This is an optimization exercise on Yosys and OpenROAD, whose aim is small area and few clock cycles, not a production implementation.
RTL that was checked went through simulation tests only; none was proved equivalent to the original.
No activity file was given, so power comes from the tool's default toggle rates.

Setup of branch willow:
// ka_top
module ka_top (
	input logic clk,
	input logic pi_reset,
	input logic key_exa,
	input logic key_ex_nxt,
	input logic key_dep,
	input logic key_dep_nxt,
	input logic fm_enable_sw,
	input ka_pkg::addr_t as,
	input ka_pkg::word_t ds,
	output ka_pkg::word_t ar,
	output ka_pkg::addr_t ma,
	output logic key_busy,
	output logic key_done,
	output logic nxm,
	input logic membus_addr_ack,
	input logic membus_rd_rs,
	input ka_pkg::word_t membus_mb_in,
	output logic membus_rq_cyc,
	output logic membus_rd_rq,
	output logic membus_wr_rq,
	output logic membus_wr_rs,
	output ka_pkg::addr_t membus_ma,
	output ka_pkg::word_t membus_mb_out
);
	localparam int FA = WORD_W - FM_ADDR_W;	 
	localparam logic [5:0] LFSR_SEED = 6'b000001;
	localparam logic [5:0] LFSR_TERM = 6'b100000;
	localparam logic [5:0] LFSR_NXM = 6'b000010;
	ka_pkg::word_t rw [0:FM_WORDS-1];
	logic rv [0:FM_WORDS-1];	 
	logic [3:0] ptr;
	ka_pkg::word_t ar_q;
	logic inflight;	 
	logic dep_f;
	logic fm_wait;	 
	logic fm_done;	 
	logic rq_pend;	 
	logic rd_wait;	 
	logic [5:0] lfsr;
	logic key_any;
	logic key_next;
	logic key_dep_any;
	logic accept;
	logic to_fm;
	ka_pkg::addr_t ma_next;
	logic rd_end;
	logic nxm_end;
	logic rq_start;
	logic [3:0] d_acc;
	logic [3:0] d_cur;
	logic al_acc;
	logic al_cur;
	logic [1:0] tap_sel;
	logic rd_now;
	logic ld_tap;
	logic s_ds;
	logic s_mb;
	logic s_q;
	logic fm_wr;
	ka_pkg::word_t ar_d;
	assign key_any = key_exa | key_ex_nxt | key_dep | key_dep_nxt;
  ...
==> module ka_top, before the edit <==
module ka_top (
	input logic clk,
	input logic pi_reset,
	input logic key_exa,
	input logic key_ex_nxt,
	input logic key_dep,
	input logic key_dep_nxt,
	input logic fm_enable_sw,
	input ka_pkg::addr_t as,
	input ka_pkg::word_t ds,
	output ka_pkg::word_t ar,
	output ka_pkg::addr_t ma,
	output logic key_busy,
	output logic key_done,
	output logic nxm,
	input logic membus_addr_ack,
	input logic membus_rd_rs,
	input ka_pkg::word_t membus_mb_in,
	output logic membus_rq_cyc,
	output logic membus_rd_rq,
	output logic membus_wr_rq,
	output logic membus_wr_rs,
	output ka_pkg::addr_t membus_ma,
	output ka_pkg::word_t membus_mb_out
);
	localparam int FA = WORD_W - FM_ADDR_W;	 
	localparam logic [5:0] LFSR_SEED = 6'b000001;
	localparam logic [5:0] LFSR_TERM = 6'b100000;
	localparam logic [5:0] LFSR_NXM = 6'b000010;
	ka_pkg::word_t rw [0:FM_WORDS-1];
	logic rv [0:FM_WORDS-1];	 
	logic [3:0] ptr;
	ka_pkg::word_t ar_q;
	logic inflight;	 
	logic dep_f;
	logic fm_wait;	 
	logic fm_done;	 
	logic rq_pend;	 
	logic rd_wait;	 
	logic [5:0] lfsr;
	logic key_any;
	logic key_next;
	logic key_dep_any;
	logic accept;
	logic to_fm;
	ka_pkg::addr_t ma_next;
	logic rd_end;
	logic nxm_end;
	logic rq_start;
	logic [3:0] d_acc;
	logic [3:0] d_cur;
	logic al_acc;
	logic al_cur;
	logic [1:0] tap_sel;
	logic rd_now;
	logic ld_tap;
	logic s_ds;
	logic s_mb;
	logic s_q;
	logic fm_wr;
	ka_pkg::word_t ar_d;
	assign key_any = key_exa | key_ex_nxt | key_dep | key_dep_nxt;
	assign key_next = ~key_exa & (key_ex_nxt | ~key_dep & key_dep_nxt);
	assign key_dep_any = ~key_exa & ~key_ex_nxt & (key_dep | key_dep_nxt);
	assign ma_next = key_next ? ma + 1'b1 : as;	 
	assign to_fm = fm_enable_sw && ma_next[WORD_W-ADDR_W:FA-1] == '0;
	assign rd_end = rd_wait & membus_rd_rs;
	assign nxm_end = inflight & nxm & lfsr == LFSR_NXM;
	assign membus_wr_rs = membus_rq_cyc & dep_f & membus_addr_ack;
	assign key_done = fm_done | nxm_end | membus_wr_rs | rd_end;
	assign key_busy = inflight & ~key_done;
	assign accept = key_any & ~key_busy;
	assign membus_rd_rq = membus_rq_cyc & ~dep_f;
	assign membus_wr_rq = membus_rq_cyc & dep_f;
	assign membus_ma = ma;
	assign membus_mb_out = ar_q;
	assign ar = rd_end ? membus_mb_in : ar_q;
	assign d_acc = ptr - ma_next[FA:WORD_W-1];
	assign d_cur = ptr - ma[FA:WORD_W-1];
	assign al_acc = key_dep_any ? d_acc[2:0] == '0 : d_acc[1:0] == '0;
	assign al_cur = dep_f ? d_cur[2:0] == '0 : d_cur[1:0] == '0;
	assign tap_sel = accept ? d_acc[3:2] : d_cur[3:2];
	assign rd_now = fm_wait & ~dep_f & al_cur;
	assign ld_tap = ~pi_reset & (accept ? ~key_dep_any & to_fm & al_acc : rd_now);
	assign s_ds = ~pi_reset & accept & key_dep_any;
	assign s_mb = ~pi_reset & ~accept & rd_end;
	assign s_q = ~pi_reset & ~accept & ~rd_now & ~rd_end;
	always_comb begin
		ar_d = ({WORD_W{s_ds}} & ds) | ({WORD_W{s_mb}} & membus_mb_in) |
			({WORD_W{s_q}} & ar_q);
		for (int j = 0; j < 4; j++)
			ar_d = ar_d | ({WORD_W{ld_tap & tap_sel == 2'(j) & rv[4*j]}} & rw[4*j]);
	end
	always_ff @(posedge clk)
		ar_q <= ar_d;
	assign fm_wr = fm_done & dep_f;
	always_ff @(posedge clk) begin
		for (int i = 0; i < FM_WORDS; i++) begin
			if (i % 8 == 2 && fm_wr && d_cur[3] == 1'(i / 8)) begin
				rw[i] <= ar_q;
				rv[i] <= ~pi_reset;
			end else begin
				rw[i] <= rw[(i + FM_WORDS - 1) % FM_WORDS];
				rv[i] <= ~pi_reset & rv[(i + FM_WORDS - 1) % FM_WORDS];
			end
		end
	end
	assign rq_start = accept & ~to_fm & ~membus_wr_rs | rq_pend;
	always_ff @(posedge clk)
		lfsr <= rq_start ? LFSR_SEED : {lfsr[4:0], lfsr[5] ^ lfsr[4]};
	always_ff @(posedge clk) begin
		if (pi_reset) begin
			ptr <= '0;
			inflight <= 1'b0;
			fm_wait <= 1'b0;
			fm_done <= 1'b0;
			rq_pend <= 1'b0;
			rd_wait <= 1'b0;
			membus_rq_cyc <= 1'b0;
			ma <= '0;
			nxm <= 1'b0;
		end else begin
			ptr <= ptr + 1'b1;
			fm_done <= 1'b0;
			rq_pend <= 1'b0;
			if (key_done)
				inflight <= 1'b0;
			if (fm_wait && al_cur) begin
				fm_wait <= 1'b0;
				fm_done <= 1'b1;
			end
			if (rq_pend)
				membus_rq_cyc <= 1'b1;
			if (membus_rq_cyc) begin
				if (membus_addr_ack) begin
					membus_rq_cyc <= 1'b0;
					rd_wait <= ~dep_f;
				end else if (lfsr == LFSR_TERM) begin
					membus_rq_cyc <= 1'b0;
					nxm <= 1'b1;
				end
			end
			if (rd_end)
				rd_wait <= 1'b0;
			if (accept) begin
				inflight <= 1'b1;
				ma <= ma_next;
				dep_f <= key_dep_any;
				nxm <= 1'b0;
				if (to_fm) begin
					if (al_acc)
						fm_done <= 1'b1;
					else
						fm_wait <= 1'b1;
				end else if (membus_wr_rs)
					rq_pend <= 1'b1;
				else
					membus_rq_cyc <= 1'b1;
			end
		end
	end
endmodule
export LEC_CHECK = 0
export CAP_MARGIN = 20
export CORE_MARGIN = 2
export CORE_UTILIZATION = 60
export SLEW_MARGIN = 20
create_clock -name core_clock -period 10.0 [get_ports {clk}]
standard.sh (not shown) runs the stock make flow with config.mk's settings and CLKGATE_MAP_FILE= SYNTH_SCRIPT=/design/flow/synth_recipe.tcl, a recipe that flattens the netlist after the stock synthesis.
==> flow/flow/run.sh <==
#!/bin/bash
# The standard layout with three changes: ABC maps for area (no buffering or
# sizing, which the placement repair does anyway), the ports get the smallest
# buffer, and the clock tree uses clkbuf_8 leaves without dummy loads.
set -euo pipefail
cd "$(dirname "$0")/.."
W=$PWD
rm -rf "$W/scripts_mod"
cp -r "$FLOW_HOME/scripts" "$W/scripts_mod"
cp "$W/flow/abc_area.script" "$W/scripts_mod/abc_speed.script"
export SCRIPTS_DIR="$W/scripts_mod"
export BUFFER_PORTS_ARGS="-buffer_cell sky130_fd_sc_hd__buf_1"
export CTS_ARGS="-sink_clustering_enable -repair_clock_nets -dont_use_dummy_load -buf_list sky130_fd_sc_hd__clkbuf_8 -sink_clustering_size 18 -sink_clustering_max_diameter 50"
bash standard.sh > standard_flow.log 2>&1
==> flow/flow/abc_area.script <==
&get -n
&st
&dch
&nf -R 1000
&put
The final layout from branch willow, which completed every stage, passed the timing, DRC and antenna checks at the end of the flow.
Testbench counts of branch willow, summed over its fixed seeds: cycles 30,042.
[inputs] branch nickel vs branch willow
diff --git a/flow/design.v b/flow/design.v
--- a/flow/design.v
+++ b/flow/design.v
@@ -48,10 +48,12 @@
 	output logic membus_wr_rs,
 	output ka_pkg::addr_t membus_ma,
 	output ka_pkg::word_t membus_mb_out
 );
 	localparam int FA = WORD_W - FM_ADDR_W;	 
+	localparam int NW = 4;
+	localparam logic [4*NW-1:0] WA = {4'd12, 4'd8, 4'd4, 4'd0};	 
 	localparam logic [5:0] LFSR_SEED = 6'b000001;
 	localparam logic [5:0] LFSR_TERM = 6'b100000;
 	localparam logic [5:0] LFSR_NXM = 6'b000010;
 	ka_pkg::word_t rw [0:FM_WORDS-1];
 	logic rv [0:FM_WORDS-1];	 
@@ -82,10 +84,13 @@
 	logic ld_tap;
 	logic s_ds;
 	logic s_mb;
 	logic s_q;
 	logic fm_wr;
+	logic wal_acc;
+	logic wal_cur;
+	logic wsel;
 	ka_pkg::word_t ar_d;
 	assign key_any = key_exa | key_ex_nxt | key_dep | key_dep_nxt;
 	assign key_next = ~key_exa & (key_ex_nxt | ~key_dep & key_dep_nxt);
 	assign key_dep_any = ~key_exa & ~key_ex_nxt & (key_dep | key_dep_nxt);
 	assign ma_next = key_next ? ma + 1'b1 : as;	 
@@ -101,12 +106,20 @@
 	assign membus_ma = ma;
 	assign membus_mb_out = ar_q;
 	assign ar = rd_end ? membus_mb_in : ar_q;
 	assign d_acc = ptr - ma_next[FA:WORD_W-1];
 	assign d_cur = ptr - ma[FA:WORD_W-1];
-	assign al_acc = key_dep_any ? d_acc[2:0] == '0 : d_acc[1:0] == '0;
-	assign al_cur = dep_f ? d_cur[2:0] == '0 : d_cur[1:0] == '0;
+	always_comb begin
+		wal_acc = 1'b0;
+		wal_cur = 1'b0;
+		for (int m = 0; m < NW; m++) begin
+			wal_acc = wal_acc | d_acc == WA[4*m +: 4];
+			wal_cur = wal_cur | d_cur == WA[4*m +: 4];
+		end
+	end
+	assign al_acc = key_dep_any ? wal_acc : d_acc[1:0] == '0;
+	assign al_cur = dep_f ? wal_cur : d_cur[1:0] == '0;
 	assign tap_sel = accept ? d_acc[3:2] : d_cur[3:2];
 	assign rd_now = fm_wait & ~dep_f & al_cur;
 	assign ld_tap = ~pi_reset & (accept ? ~key_dep_any & to_fm & al_acc : rd_now);
 	assign s_ds = ~pi_reset & accept & key_dep_any;
 	assign s_mb = ~pi_reset & ~accept & rd_end;
@@ -120,11 +133,15 @@
 	always_ff @(posedge clk)
 		ar_q <= ar_d;
 	assign fm_wr = fm_done & dep_f;
 	always_ff @(posedge clk) begin
 		for (int i = 0; i < FM_WORDS; i++) begin
-			if (i % 8 == 2 && fm_wr && d_cur[3] == 1'(i / 8)) begin
+			wsel = 1'b0;
+			for (int m = 0; m < NW; m++)
+				if (i == int'(WA[4*m +: 4]) + 2 && d_cur == WA[4*m +: 4] + 4'd1)
+					wsel = 1'b1;
+			if (fm_wr && wsel) begin
 				rw[i] <= ar_q;
 				rv[i] <= ~pi_reset;
 			end else begin
 				rw[i] <= rw[(i + FM_WORDS - 1) % FM_WORDS];
 				rv[i] <= ~pi_reset & rv[(i + FM_WORDS - 1) % FM_WORDS];
--- outcome ---
branch nickel: all stages complete, timing, DRC and antenna checks passed
From branch willow to branch nickel the numbers moved as follows: final instance area has increased, synthesis-to-finish area growth has decreased, synthesized cell area has increased, synthesized-area fraction occupied by adder cells has remained practically unchanged, reported net switching power has increased.
branch nickel vs branch willow — fraction of met2 tracks used by global routing rose 1.8 points.
For branch nickel, only the layout was checked, not whether the RTL still works.

---

## exp/nickel
Another version of the RTL of ka_top (not shown whole).
Size: roughly 1,500 cells after synthesis, about 0.019 mm^2 of cells after synthesis.
==> module ka_top, before the edit <==
module ka_top (
	input logic clk,
	input logic pi_reset,
	input logic key_exa,
	input logic key_ex_nxt,
	input logic key_dep,
	input logic key_dep_nxt,
	input logic fm_enable_sw,
	input ka_pkg::addr_t as,
	input ka_pkg::word_t ds,
	output ka_pkg::word_t ar,
	output ka_pkg::addr_t ma,
	output logic key_busy,
	output logic key_done,
	output logic nxm,
	input logic membus_addr_ack,
	input logic membus_rd_rs,
	input ka_pkg::word_t membus_mb_in,
	output logic membus_rq_cyc,
	output logic membus_rd_rq,
	output logic membus_wr_rq,
	output logic membus_wr_rs,
	output ka_pkg::addr_t membus_ma,
	output ka_pkg::word_t membus_mb_out
);
	localparam int NR = 4;	 
	localparam int NW = 2;	 
	localparam int SP = FM_WORDS / NR;	 
	localparam int SPW = $clog2(SP);
	localparam int TW = NR > 1 ? $clog2(NR) : 1;
	localparam int SPX = FM_WORDS / NW;	 
	localparam int SPXW = $clog2(SPX);
	localparam logic [5:0] LFSR_SEED = 6'b000001;
	localparam logic [5:0] LFSR_TERM = 6'b100000;
	ka_pkg::word_t rw [0:FM_WORDS-1];
	logic rv [0:FM_WORDS-1];	 
	logic [3:0] ptr;
	ka_pkg::word_t ar_q;
	logic inflight;	 
	logic dep_f;
	logic fm_wait;	 
	logic fm_done;	 
	logic [TW-1:0] wtap;	 
	logic rd_wait;	 
	logic nxm_1;
	logic rq_pend;	 
	logic nxm_done;
	logic [5:0] lfsr;
	logic key_any;
	logic key_next;
	logic key_dep_any;
	logic accept;
	logic to_fm;
	ka_pkg::addr_t ma_next;
	logic rd_end;
	logic [3:0] d_acc;
	logic [3:0] d_cur;
	logic al_acc;
	logic al_cur;
	logic [TW-1:0] t_acc;
	logic [TW-1:0] t_cur;
	logic [TW-1:0] tap_sel;
	ka_pkg::word_t tap_d;
	logic fm_wr;
	assign key_any = key_exa | key_ex_nxt | key_dep | key_dep_nxt;
	assign key_next = ~key_exa & (key_ex_nxt | ~key_dep & key_dep_nxt);
	assign key_dep_any = ~key_exa & ~key_ex_nxt & (key_dep | key_dep_nxt);
	assign ma_next = key_next ? ma + 1'b1 : as;	 
	assign to_fm = fm_enable_sw &&
		ma_next[WORD_W-ADDR_W:WORD_W-FM_ADDR_W-1] == '0;
	assign rd_end = rd_wait & membus_rd_rs;
	assign membus_wr_rs = membus_rq_cyc & dep_f & membus_addr_ack;
	assign key_done = fm_done | nxm_done | membus_wr_rs | rd_end;
	assign key_busy = inflight & ~key_done;
	assign accept = key_any & ~key_busy;
	assign membus_rd_rq = membus_rq_cyc & ~dep_f;
	assign membus_wr_rq = membus_rq_cyc & dep_f;
	assign membus_ma = ma;
	assign membus_mb_out = ar_q;
	assign ar = rd_end ? membus_mb_in : ar_q;
	assign d_acc = ptr - ma_next[WORD_W-FM_ADDR_W:WORD_W-1];
	assign d_cur = ptr - ma[WORD_W-FM_ADDR_W:WORD_W-1];
	assign al_acc = key_dep_any ? (SPXW == 0 || d_acc[SPXW-1:0] == '0) :
		(SPW == 0 || d_acc[SPW-1:0] == '0);
	assign al_cur = dep_f ? (SPXW == 0 || d_cur[SPXW-1:0] == '0) :
		(SPW == 0 || d_cur[SPW-1:0] == '0);
	assign t_acc = NR > 1 ? TW'(d_acc >> SPW) : '0;
	assign t_cur = NR > 1 ? TW'(d_cur >> SPW) : '0;
	always_comb begin
		tap_sel = accept ? t_acc : t_cur;
		tap_d = '0;
		for (int j = 0; j < NR; j++)
			if (tap_sel == TW'(j) && rv[j*SP])
				tap_d = rw[j*SP];
	end
	assign fm_wr = fm_done & dep_f;
	always_ff @(posedge clk) begin
		for (int i = 0; i < FM_WORDS; i++) begin
			if (i % SPX == 2 && fm_wr && wtap == TW'(((i + FM_WORDS - 2) % FM_WORDS) / SP)) begin
				rw[i] <= ar_q;
				rv[i] <= ~pi_reset;
			end else begin
				rw[i] <= rw[(i + FM_WORDS - 1) % FM_WORDS];
				rv[i] <= ~pi_reset & rv[(i + FM_WORDS - 1) % FM_WORDS];
			end
		end
	end
	always_ff @(posedge clk) begin
		if (pi_reset) begin
			ptr <= '0;
			inflight <= 1'b0;
			fm_wait <= 1'b0;
			fm_done <= 1'b0;
			rd_wait <= 1'b0;
			nxm_1 <= 1'b0;
			nxm_done <= 1'b0;
			rq_pend <= 1'b0;
			membus_rq_cyc <= 1'b0;
			ar_q <= '0;
			ma <= '0;
			nxm <= 1'b0;
		end else begin
			ptr <= ptr + 1'b1;
			fm_done <= 1'b0;
			nxm_1 <= 1'b0;
			nxm_done <= nxm_1;
			if (key_done)
				inflight <= 1'b0;
			if (fm_wait && al_cur) begin
				fm_wait <= 1'b0;
				fm_done <= 1'b1;
				wtap <= t_cur;
				if (!dep_f)
					ar_q <= tap_d;
			end
			if (membus_rq_cyc) begin
				lfsr <= {lfsr[4:0], lfsr[5] ^ lfsr[4]};
				if (membus_addr_ack) begin
					membus_rq_cyc <= 1'b0;
					rd_wait <= ~dep_f;
				end else if (lfsr == LFSR_TERM) begin
					membus_rq_cyc <= 1'b0;
					nxm_1 <= 1'b1;
					nxm <= 1'b1;
				end
			end
			rq_pend <= 1'b0;
			if (rq_pend) begin
				membus_rq_cyc <= 1'b1;
				lfsr <= LFSR_SEED;
			end
			if (rd_end) begin
				rd_wait <= 1'b0;
				ar_q <= membus_mb_in;
			end
			if (accept) begin
				inflight <= 1'b1;
				ma <= ma_next;
				dep_f <= key_dep_any;
				nxm <= 1'b0;
				if (key_dep_any)
					ar_q <= ds;
				else if (to_fm && al_acc)
					ar_q <= tap_d;
				else
					ar_q <= '0;
				if (to_fm) begin
					if (al_acc) begin
						fm_done <= 1'b1;
						wtap <= t_acc;
					end else
						fm_wait <= 1'b1;
				end else if (membus_wr_rs)
					rq_pend <= 1'b1;
				else begin
					membus_rq_cyc <= 1'b1;
					lfsr <= LFSR_SEED;
				end
			end
		end
	end
endmodule
Settings: LEC_CHECK=0, CAP_MARGIN=20, CORE_MARGIN=2, CORE_UTILIZATION=60, CTS_BUF_LIST=sky130_fd_sc_hd__clkbuf_8, CTS_CLUSTER_DIAMETER=50, CTS_CLUSTER_SIZE=18, SLEW_MARGIN=20; clock period 10.0 ns.
run.sh (not shown) runs the stock make flow with config.mk's settings and CLKGATE_MAP_FILE= SYNTH_SCRIPT=/design/flow/synth_recipe.tcl, a recipe that flattens the netlist after the stock synthesis.
Stock flow here: none of the scripts above is used.
exp/nickel reached the end of the flow, and the finished layout is clean on the timing, DRC and antenna checks.
Testbench counts of exp/nickel, summed over its fixed seeds: cycles 30,042.
--- input diff exp/nickel..exp/lagoon ---
diff --git a/flow/design.v b/flow/design.v
--- a/flow/design.v
+++ b/flow/design.v
@@ -85,9 +85,14 @@
 	logic al_cur;
 	logic [TW-1:0] t_acc;
 	logic [TW-1:0] t_cur;
 	logic [TW-1:0] tap_sel;
-	ka_pkg::word_t tap_d;
+	ka_pkg::word_t ar_d;
+	logic rd_now;
+	logic ld_tap;
+	logic s_ds;
+	logic s_mb;
+	logic s_q;
 	logic fm_wr;
 	assign key_any = key_exa | key_ex_nxt | key_dep | key_dep_nxt;
 	assign key_next = ~key_exa & (key_ex_nxt | ~key_dep & key_dep_nxt);
 	assign key_dep_any = ~key_exa & ~key_ex_nxt & (key_dep | key_dep_nxt);
@@ -111,15 +116,22 @@
 	assign al_cur = dep_f ? (SPXW == 0 || d_cur[SPXW-1:0] == '0) :
 		(SPW == 0 || d_cur[SPW-1:0] == '0);
 	assign t_acc = NR > 1 ? TW'(d_acc >> SPW) : '0;
 	assign t_cur = NR > 1 ? TW'(d_cur >> SPW) : '0;
+	assign rd_now = fm_wait & ~dep_f & al_cur;
+	assign tap_sel = accept ? t_acc : t_cur;
+	assign ld_tap = ~pi_reset & (accept ? ~key_dep_any & to_fm & al_acc : rd_now);
+	assign s_ds = ~pi_reset & accept & key_dep_any;
+	assign s_mb = ~pi_reset & ~accept & rd_end;
+	assign s_q = ~pi_reset & ~accept & ~rd_now & ~rd_end;
 	always_comb begin
-		tap_sel = accept ? t_acc : t_cur;
-		tap_d = '0;
+		ar_d = ({WORD_W{s_ds}} & ds) | ({WORD_W{s_mb}} & membus_mb_in) |
+			({WORD_W{s_q}} & ar_q);
 		for (int j = 0; j < NR; j++)
-			if (tap_sel == TW'(j) && rv[j*SP])
-				tap_d = rw[j*SP];
+			ar_d = ar_d | ({WORD_W{ld_tap & tap_sel == TW'(j) & rv[j*SP]}} & rw[j*SP]);
 	end
+	always_ff @(posedge clk)
+		ar_q <= ar_d;
 	assign fm_wr = fm_done & dep_f;
 	always_ff @(posedge clk) begin
 		for (int i = 0; i < FM_WORDS; i++) begin
 			if (i % SPX == 2 && fm_wr && wtap == TW'(((i + FM_WORDS - 2) % FM_WORDS) / SP)) begin
@@ -141,9 +153,8 @@
 			nxm_1 <= 1'b0;
 			nxm_done <= 1'b0;
 			rq_pend <= 1'b0;
 			membus_rq_cyc <= 1'b0;
-			ar_q <= '0;
 			ma <= '0;
 			nxm <= 1'b0;
 		end else begin
 			ptr <= ptr + 1'b1;
@@ -155,10 +166,8 @@
 			if (fm_wait && al_cur) begin
 				fm_wait <= 1'b0;
 				fm_done <= 1'b1;
 				wtap <= t_cur;
-				if (!dep_f)
-					ar_q <= tap_d;
 			end
 			if (membus_rq_cyc) begin
 				lfsr <= {lfsr[4:0], lfsr[5] ^ lfsr[4]};
 				if (membus_addr_ack) begin
@@ -176,21 +185,14 @@
 				lfsr <= LFSR_SEED;
 			end
 			if (rd_end) begin
 				rd_wait <= 1'b0;
-				ar_q <= membus_mb_in;
 			end
 			if (accept) begin
 				inflight <= 1'b1;
 				ma <= ma_next;
 				dep_f <= key_dep_any;
 				nxm <= 1'b0;
-				if (key_dep_any)
-					ar_q <= ds;
-				else if (to_fm && al_acc)
-					ar_q <= tap_d;
-				else
-					ar_q <= '0;
 				if (to_fm) begin
 					if (al_acc) begin
 						fm_done <= 1'b1;
 						wtap <= t_acc;
[summary]
- Re synthesized cell count: exp/lagoon is 6.7% down on exp/nickel.
- Compared with exp/nickel, exp/lagoon shows worst reg2reg path depth higher by 3.
- exp/nickel → exp/lagoon: multi-input gate count -89, maximum achievable frequency +about 11%.
- The post-synthesis average cell area of exp/lagoon exceeds that of exp/nickel by about 6.5%.
- Route | exp/lagoon vs exp/nickel | wire shorter in exp/lagoon
- Across both runs, power per standard cell area was lower for exp/lagoon than for exp/nickel.
- Compare exp/nickel and exp/lagoon | hold slack higher: exp/lagoon
- Looking only at final period utilization, and setting everything else aside, the higher value of exp/nickel and exp/lagoon goes to exp/nickel.
- Compared with exp/nickel, exp/lagoon shows a higher sequential share of layout area.
- In exp/lagoon, the critical path depth came out 4 below the value in exp/nickel.
Testbench counts of exp/lagoon, summed over its fixed seeds: cycles 30,042.

==> port drivers added, routing unchanged <==
The flow's constraints put no driver on any port. The routed layouts listed below were extracted and timed again, unchanged, in two steps. Step 1: set_driving_cell puts a clkbuf_16 on clk and a buf_2 on each other input, an assumption about the parent block. Step 2 adds t to the input delays and takes it off the output delays; t is the mean of the earliest and latest rising clock arrival at the registers after step 1. Input paths then give back, and output paths get back, about the clock's delay inside the block. Slacks: ideal ports / drivers / drivers and shift; pairs: ideal ports / drivers.
run	shift t [ns]	slack for setup (ns)	worst setup path after step 2	slew at the worst register clock pin (ns)	worst data-port slew with drivers (ns)
branch willow	0.604	4.415 / 4.436 / 3.833	input to register	0.10 / 0.10	0.04
branch nickel	0.598	3.672 / 3.697 / 3.100	input to register	0.10 / 0.10	0.04
exp/nickel	0.627	3.112 / 3.137 / 2.510	input to register	0.11 / 0.11	0.07
exp/lagoon	0.640	3.819 / 3.844 / 3.204	input to register	0.11 / 0.11	0.04
After both steps every run listed still meets setup and hold. For exp/lagoon, which loses most, drivers alone change the setup slack by +0.025 ns; drivers and shift together by -0.615 ns.
